Context: an optimization exercise on an open-source flow, tuned for small area. The choices shown serve that exercise and are no tape-out recipe. Function was checked by simulation only, so behaviour that the tests miss may differ from the original. No activity file was given, so power comes from the tool's default toggle rates. The clock port is modelled as an ideal driver; clocking choices that lean on that would not hold on a real chip.

[config.mk]
export PLATFORM = sky130hd
export DESIGN_NAME = adc_capture
export DESIGN_NICKNAME = adc_capture
export VERILOG_FILES = /design/flow/design.v
export SDC_FILE = /design/flow/constraint.sdc
export NUM_CORES = 4
export LEC_CHECK = 0
export CAP_MARGIN = 20
export CORE_MARGIN = 2
export CORE_UTILIZATION = 80
export CTS_BUF_LIST = sky130_fd_sc_hd__clkbuf_16
export CTS_CLUSTER_DIAMETER = 60
export CTS_CLUSTER_SIZE = 30
export SLEW_MARGIN = 20
export SYNTH_HIERARCHICAL = 1
[constraint.sdc]
create_clock -name core_clock -period 5.0 [get_ports {sys_clk}]
set_input_delay 1.0000 -clock core_clock [delete_from_list [all_inputs] [get_ports {sys_clk}]]
set_output_delay 1.0000 -clock core_clock [all_outputs]
set_load 0.01 [all_outputs]
[flow/run.sh]
#!/bin/bash
# Layout: the standard flow (standard.sh, every step unchanged) except for
# two sets of arguments:
#  - the port buffers that global placement inserts on every input and output
#    are buf_1 instead of the default choice (repair still resizes them);
#  - the clock tree uses sink clusters of up to 30 flip-flops within 60 um,
#    each driven by a clkbuf_16, clkbuf_8 for the root and upper tree levels,
#    and adds no dummy loads for balancing.
# The make output (every step's tool output) goes to orfs_make.log here; ORFS
# also keeps each step's log under orfs/logs/.
set -euo pipefail
bash standard.sh \
  "BUFFER_PORTS_ARGS=-buffer_cell sky130_fd_sc_hd__buf_1" \
  "CTS_ARGS=-sink_clustering_enable -repair_clock_nets -sink_clustering_size 30 -sink_clustering_max_diameter 60 -buf_list sky130_fd_sc_hd__clkbuf_16 -sink_clustering_buffer sky130_fd_sc_hd__clkbuf_16 -tree_buf sky130_fd_sc_hd__clkbuf_8 -root_buf sky130_fd_sc_hd__clkbuf_8 -dont_use_dummy_load" \
  finish > orfs_make.log 2>&1
[design.v]
`default_nettype none
module adc_capture #(
    parameter int DATA_W = 8,
    parameter int ADDR_W = 8
) (
    input  logic              sys_clk,
    input  logic              sys_rst,
    input  logic [DATA_W-1:0] adc_data,
    input  logic              arm,
    input  logic [DATA_W-1:0] trig_level,
    input  logic              force_trig,
    input  logic              rd_req,
    output logic [DATA_W-1:0] rd_data,
    output logic              rd_valid,
    output logic              busy,
    output logic              done
);
    localparam int DEPTH = 2 ** ADDR_W;
    localparam int LO_W  = ADDR_W / 2;
    localparam int HI_W  = ADDR_W - LO_W;
    localparam int N_LO  = 2 ** LO_W;
    localparam int N_HI  = 2 ** HI_W;
    localparam logic [ADDR_W-1:0] c_LAST_ADDR = '1;
    logic [DATA_W-1:0] lvl_q;
    logic              busy_q;      
    logic              cap_q;       
    logic              done_q;      
    logic [ADDR_W-1:0] pos_q;       
    logic [ADDR_W-1:0] rd_cnt_q;    
    logic [DATA_W-1:0] rd_data_q;
    logic              rd_valid_q;
    logic [DEPTH-1:0][DATA_W-1:0] ring;
    logic              w_trig;
    logic              w_rd;
    logic              w_cap_last;
    logic              w_rd_last;
    logic              w_hold;
    logic [DATA_W-1:0] w_rd_word;
    assign w_trig     = ((ring[1] < lvl_q) && (ring[0] >= lvl_q)) || force_trig;
    assign w_rd       = done_q && rd_req;
    assign w_cap_last = cap_q && (pos_q == c_LAST_ADDR);
    assign w_rd_last  = w_rd && (rd_cnt_q == c_LAST_ADDR);
    assign w_hold     = w_cap_last || (done_q && !w_rd_last);
    always_ff @(posedge sys_clk or posedge sys_rst) begin
        if (sys_rst) begin
            ring[0] <= '0;
        end else begin
            ring[0] <= w_hold ? ring[DEPTH-1] : adc_data;
        end
    end
    always_ff @(posedge sys_clk) begin
        for (int i = 1; i < DEPTH; i++) begin
            ring[i] <= ring[i-1];
        end
    end
    localparam int N_GRP = DEPTH / 3;                 
    localparam int N_AOI = N_GRP + 1;                 
    logic [N_LO-1:0]   w_sel_lo;
    logic [N_HI-1:0]   w_sel_hi;
    logic [DEPTH-1:0]  w_sel;
    logic [DATA_W-1:0] w_aoi [N_AOI];                 
    always_comb begin
        for (int l = 0; l < N_LO; l++) w_sel_lo[l] = (pos_q[LO_W-1:0] == LO_W'(l));
        for (int h = 0; h < N_HI; h++) w_sel_hi[h] = (pos_q[ADDR_W-1:LO_W] == HI_W'(h));
        for (int p = 0; p < DEPTH; p++) w_sel[p] = w_sel_hi[p/N_LO] & w_sel_lo[p%N_LO];
    end
    for (genvar g = 0; g < N_GRP; g++) begin : g_aoi
        for (genvar b = 0; b < DATA_W; b++) begin : g_bit
            adc_capture_aoi3 u_aoi (
                .s ({w_sel[3*g+2], w_sel[3*g+1], w_sel[3*g]}),
                .d ({ring[3*g+2][b], ring[3*g+1][b], ring[3*g][b]}),
                .y (w_aoi[g][b])
            );
        end
    end
    for (genvar b = 0; b < DATA_W; b++) begin : g_last
        assign w_aoi[N_GRP][b] = ~(w_sel[DEPTH-1] & ring[DEPTH-1][b]);
    end
    always_comb begin
        w_rd_word = '0;
        for (int g = 0; g < N_AOI; g++) w_rd_word = w_rd_word | ~w_aoi[g];
    end
    always_ff @(posedge sys_clk) begin
        if (cap_q || done_q) begin
            pos_q <= pos_q + ADDR_W'(cap_q || !rd_req);
        end else begin
            pos_q <= ADDR_W'(1);
        end
    end
    always_ff @(posedge sys_clk or posedge sys_rst) begin
        if (sys_rst) begin
            rd_data_q <= '0;
        end else if (w_rd) begin
            rd_data_q <= w_rd_word;
        end
    end
    always_ff @(posedge sys_clk) begin
        if (!busy_q && !done_q && arm) begin
            lvl_q <= trig_level;
        end
    end
    always_ff @(posedge sys_clk or posedge sys_rst) begin
        if (sys_rst) begin
            busy_q     <= 1'b0;
            cap_q      <= 1'b0;
            done_q     <= 1'b0;
            rd_cnt_q   <= '0;
            rd_valid_q <= 1'b0;
        end else begin
            rd_valid_q <= w_rd;
            if (!busy_q && !done_q) begin
                if (arm) busy_q <= 1'b1;
            end else if (busy_q && !cap_q) begin
                if (w_trig) cap_q <= 1'b1;
            end else if (cap_q) begin
                if (w_cap_last) begin
                    cap_q  <= 1'b0;
                    busy_q <= 1'b0;
                    done_q <= 1'b1;
                end
            end else if (rd_req) begin
                rd_cnt_q <= rd_cnt_q + ADDR_W'(1);
                if (w_rd_last) done_q <= 1'b0;
            end
        end
    end
    assign rd_data  = rd_data_q;
    assign rd_valid = rd_valid_q;
    assign busy     = busy_q;
    assign done     = done_q;
endmodule
module adc_capture_aoi3 (
    input  logic [2:0] s,
    input  logic [2:0] d,
    output logic       y
);
    assign y = ~|(s & d);
endmodule
`default_nettype wire
[standard.sh]
#!/bin/bash
# synth_recipe.tcl (not shown) runs the flow's synth.tcl, then flattens the netlist and writes it again
# the make line also repeats each setting of config.mk as NAME=value (left out here)
make -C /OpenROAD-flow-scripts/flow DESIGN_CONFIG=/design/flow/config.mk WORK_HOME=/design/flow/orfs CLKGATE_MAP_FILE= SYNTH_SCRIPT=/design/flow/synth_recipe.tcl "${@:-finish}"
==> reports/qor.csv <==
stage,metric,value,unit
worst_setup_path,critPathKind,reg2reg,
placement,hpwl,106,mm
routing,routed_via_density,7.87,
layout,fill_cells,2925,
clock_network,cts_resized,0,
clock_network,cts_inserted_buffers,80,
synth,synth_edf_count,8,
timing,worstMarginPinSlew,1190,ps
synth,synth.avg_cell_area,15.1,um^2
synth,synth_top_area_share,78.1,%
routing,wl,158,mm
synth,ys_seq_area_share,79.9,%
clock_network,postCtsSetupRepairBufs,0,
synth,synth_top_flop_cell,dfxtp_1,
layout,multi_input_area,0.0103,mm^2
routing,drc,0,
global_route,grt_max_degree,31,
timing,final_max_slew_viol_count,0,
floorplanning,core,0.0647,mm^2
synth,netlist_area,0.0525,mm^2
layout,area_delta_synth_final,6.16,%
clock_network,clkTransAtPathRegs,110,ps
timing,fmax,206,MHz
power_and_ir_drop,static-leakage-power,20.3,nW
worst_setup_path,cp-end-kind,flip-flop,
synth,synthCells,3480,
global_route,antenna_found_initial,3,
status,status,no timing/DRC/antenna violations,
global_route,grt-ovfl-total,0,
routing,vias,35000,
synth,yosys_warnings,9,
floorplanning,die_w,260,um
layout,nNetsFinal,3630,
clock_network,root_buffer,clkbuf_8,
floorplanning,die_y,260,um
synth,yosysUniqueCellTypes,39,
routing,wire_per_inst,35.6,um
placement,gp_congestion,1.07,
floorplanning,dieArea,0.0677,mm^2
timing,finalCritPeriodShare,97.1,%
worst_setup_path,crit_fanout,9,
routing,drt_iter0_markers,9404,
hold_path,hp-class,in2async,
synth,synth_nets,3519,
layout,ff_latch_area,0.0419,mm^2
synth,synth-seq-cells,2084,
synth,synthTopCellsByArea,"dfxtp_1 78%, a222oi_1 13%, nand4_1 2.1%",
worst_setup_path,worstPathArrival,5540,ps
timing,min_period,4850,ps
routing,drt_first_pass_iters,13,
flow_run,max_cap_viol_count,0,
floorplanning,initial_utilization,81.1,%
power_and_ir_drop,power.total,25.1,mW
power_and_ir_drop,peakVddDrop,0.382,mV
floorplanning,ios,32,
timing,hold_viol,0,
layout,drive_above_1_share,3.59,%
timing,relSlewSlack,20.0,%
floorplanning,rows,93,
placement,io_buffers,31,
clock_network,htree_levels,3,
routing,ant_nets,0,
global_route,grt_pass1_wl,229,mm
timing,fin_worst_skew,58.2,ps
timing,setup_tns,0,ps
power_and_ir_drop,power_density,451,mW/mm^2
timing,setup_viol,0,
synth,yosys.area.top_type,dfxtp_1,
clock_network,cts_sinks,2084,
timing,rsz0062_at_grt,no,
clock_network,clockBufferDepth,3,
global_route,track_usage,46.3,%
clock_network,clock_latency,810,ps
synth,synthArstFlopShare,1.34,%
worst_setup_path,critPathRequiredTime,5690,ps
global_route,grt_pass1_vias,34000,
worst_setup_path,start_kind,flip-flop,
clock_network,cts_tree,built,
clock_network,cts_hold_buffers,0,
-- registers in the layout, summed over array words and instances (netlist names) --
register and count:
cap_q 1, busy_q 1, rd_cnt_q 8, lvl_q 8
rd_valid_q 1, ring 2048, rd_data_q 8, pos_q 8
done_q 1
-- critical path, cell delays in order, from the launching register on --
cell      delay, ps
dfxtp_1         380
and2_0          310
nand2_1         630
buf_4           390
nor2_1          220
a222oi_1        710
nand4_1         380
nor4_1         1060
nand3_1         410
o22a_1          290
-- kinds of logic (layout without fill, tap and decap cells) --
group	after synthesis	count (layout)	share of synthesized area (%)
flops	2084	2084	79.9
compound gates	707	707	13.3
xor+xnor	13	13	0.217
simple gates	595	595	5.51
mux	9	9	0.193
other cells	0	1	0
buf+inv	54	163	0.417
fa+ha+maj	18	18	0.429
-- Yosys cell counts (all sizes together), types with 3 or more instances --
cell type and count:
dfxtp 2048, a222oi 680, nor2 277, nand4 177, nand2 44, nor4 40
nand3 36, clkbuf 35, dfrtp 28, ha 18, inv 11, nor2b 10
mux2 9, buf 8, edfxtp 8, o22a 8, xnor2 7, o21ai 6
xor2 6, a21oi 3, and3 3
-- through the flow --
step | hold WS (ps) | instance area (um^2) | utilization [%] | instances | setup slack, ps
after floorplan | 330 | 52500 | - | 3480 | 2630
after global placement | 332 | 53800 | 83.2 | 4364 | 601
after detailed placement | 335 | 53800 | 83.2 | 4364 | 565
after CTS | 242 | 55700 | 86.1 | 4444 | 455
after global routing | 275 | 55700 | 86.1 | 4444 | 339
final | 252 | 55700 | 86.1 | 4445 | 146
-- power by group --
part,switching [mW],total (mW),internal (mW)
sequential,0.0773,16.7,16.6
clock,4.68,7.39,2.71
combinational,0.848,1.00,0.154
-- placed cells by master, fill, tap and decap left out, types with 2 or more instances in the layout --
cell,n
xor2_1,6
nand4_1,177
nor2b_1,10
o22a_1,8
buf_1,31
o21ai_0,6
clkbuf_16,71
a21oi_1,3
dfrtp_1,28
nand2b_1,2
nand3_1,35
a21o_1,2
a222oi_1,680
buf_4,41
xnor2_1,7
dfxtp_1,2048
and3_1,3
nand2_1,41
mux2_1,8
nand2_2,3
nor4_1,39
inv_1,11
nor2_1,277
ha_1,18
clkbuf_8,9
a211oi_1,2
edfxtp_1,8
-- Yosys stat by module, one instance, submodules excluded --
| module | cells | flops+latches |
|---|---|---|
| adc_capture | 2800 | 2084 |
| adc_capture_aoi3 | 1 | 0 |
-- path summary, 6_finish.rpt --
check,start,to,slack [ps],cells after the start
max,pos_q[3]$_SDFF_PN0_,rd_data_q[6]$_DFFE_PP0P_,150,9
min,sys_rst,rd_cnt_q[7]$_DFFE_PP0P_,250,3
max reg2reg,pos_q[3]$_SDFF_PN0_,rd_data_q[6]$_DFFE_PP0P_,150,9
min reg2reg,ring[889]$_DFF_P_,ring[897]$_DFF_P_,320,0
max in group asynchronous,sys_rst,ring[1]$_DFF_PP0_,4360,3
min in group core_clock,ring[889]$_DFF_P_,ring[897]$_DFF_P_,320,0
-- final cells by class --
class / instances / share of cell area (%)
antenna: 1 / 0.00449
clock buffer: 80 / 3.41
inverter: 11 / 0.0741
multi-input combinational: 1342 / 18.6
sequential: 2084 / 75.3
tap: 855 / 1.92
timing repair buffer: 72 / 0.761
-- layer usage --
metal / vias up / part of all wire [%] / GRT usage, %
met2: 3277 / 43 / 69.7
met1: 16900 / 35 / 61.5
li1: 14100 / - / -
met4: 6 / 7.4 / 26.4
met3: 756 / 14 / 12.1
met5: - / 0.023 / 0

[re-timing with driven ports]
How much do the figures lean on ideal ports? The routed layout below was timed once more, with nothing changed but the port constraints.
Step 1, drivers: a clkbuf_16 drives sys_clk and a buf_2 each remaining input, both assumed.
Step 2, shift: input delay + t, output delay - t, t = (earliest + latest rising clock arrival at the registers) / 2. This alone moves slack from input paths to output paths.
Slacks: no drivers / after step 1 / after step 2; pairs: no drivers / after step 1.
t (ns): 0.845
slack for setup (ns): 0.146 / 0.146 / 0.146
clock arrival spread, ns: 0.061 / 0.062
After both steps this run still meets setup and hold. The setup slack of this run moves by 0.000 ns with the drivers and by 0.000 ns with both steps.
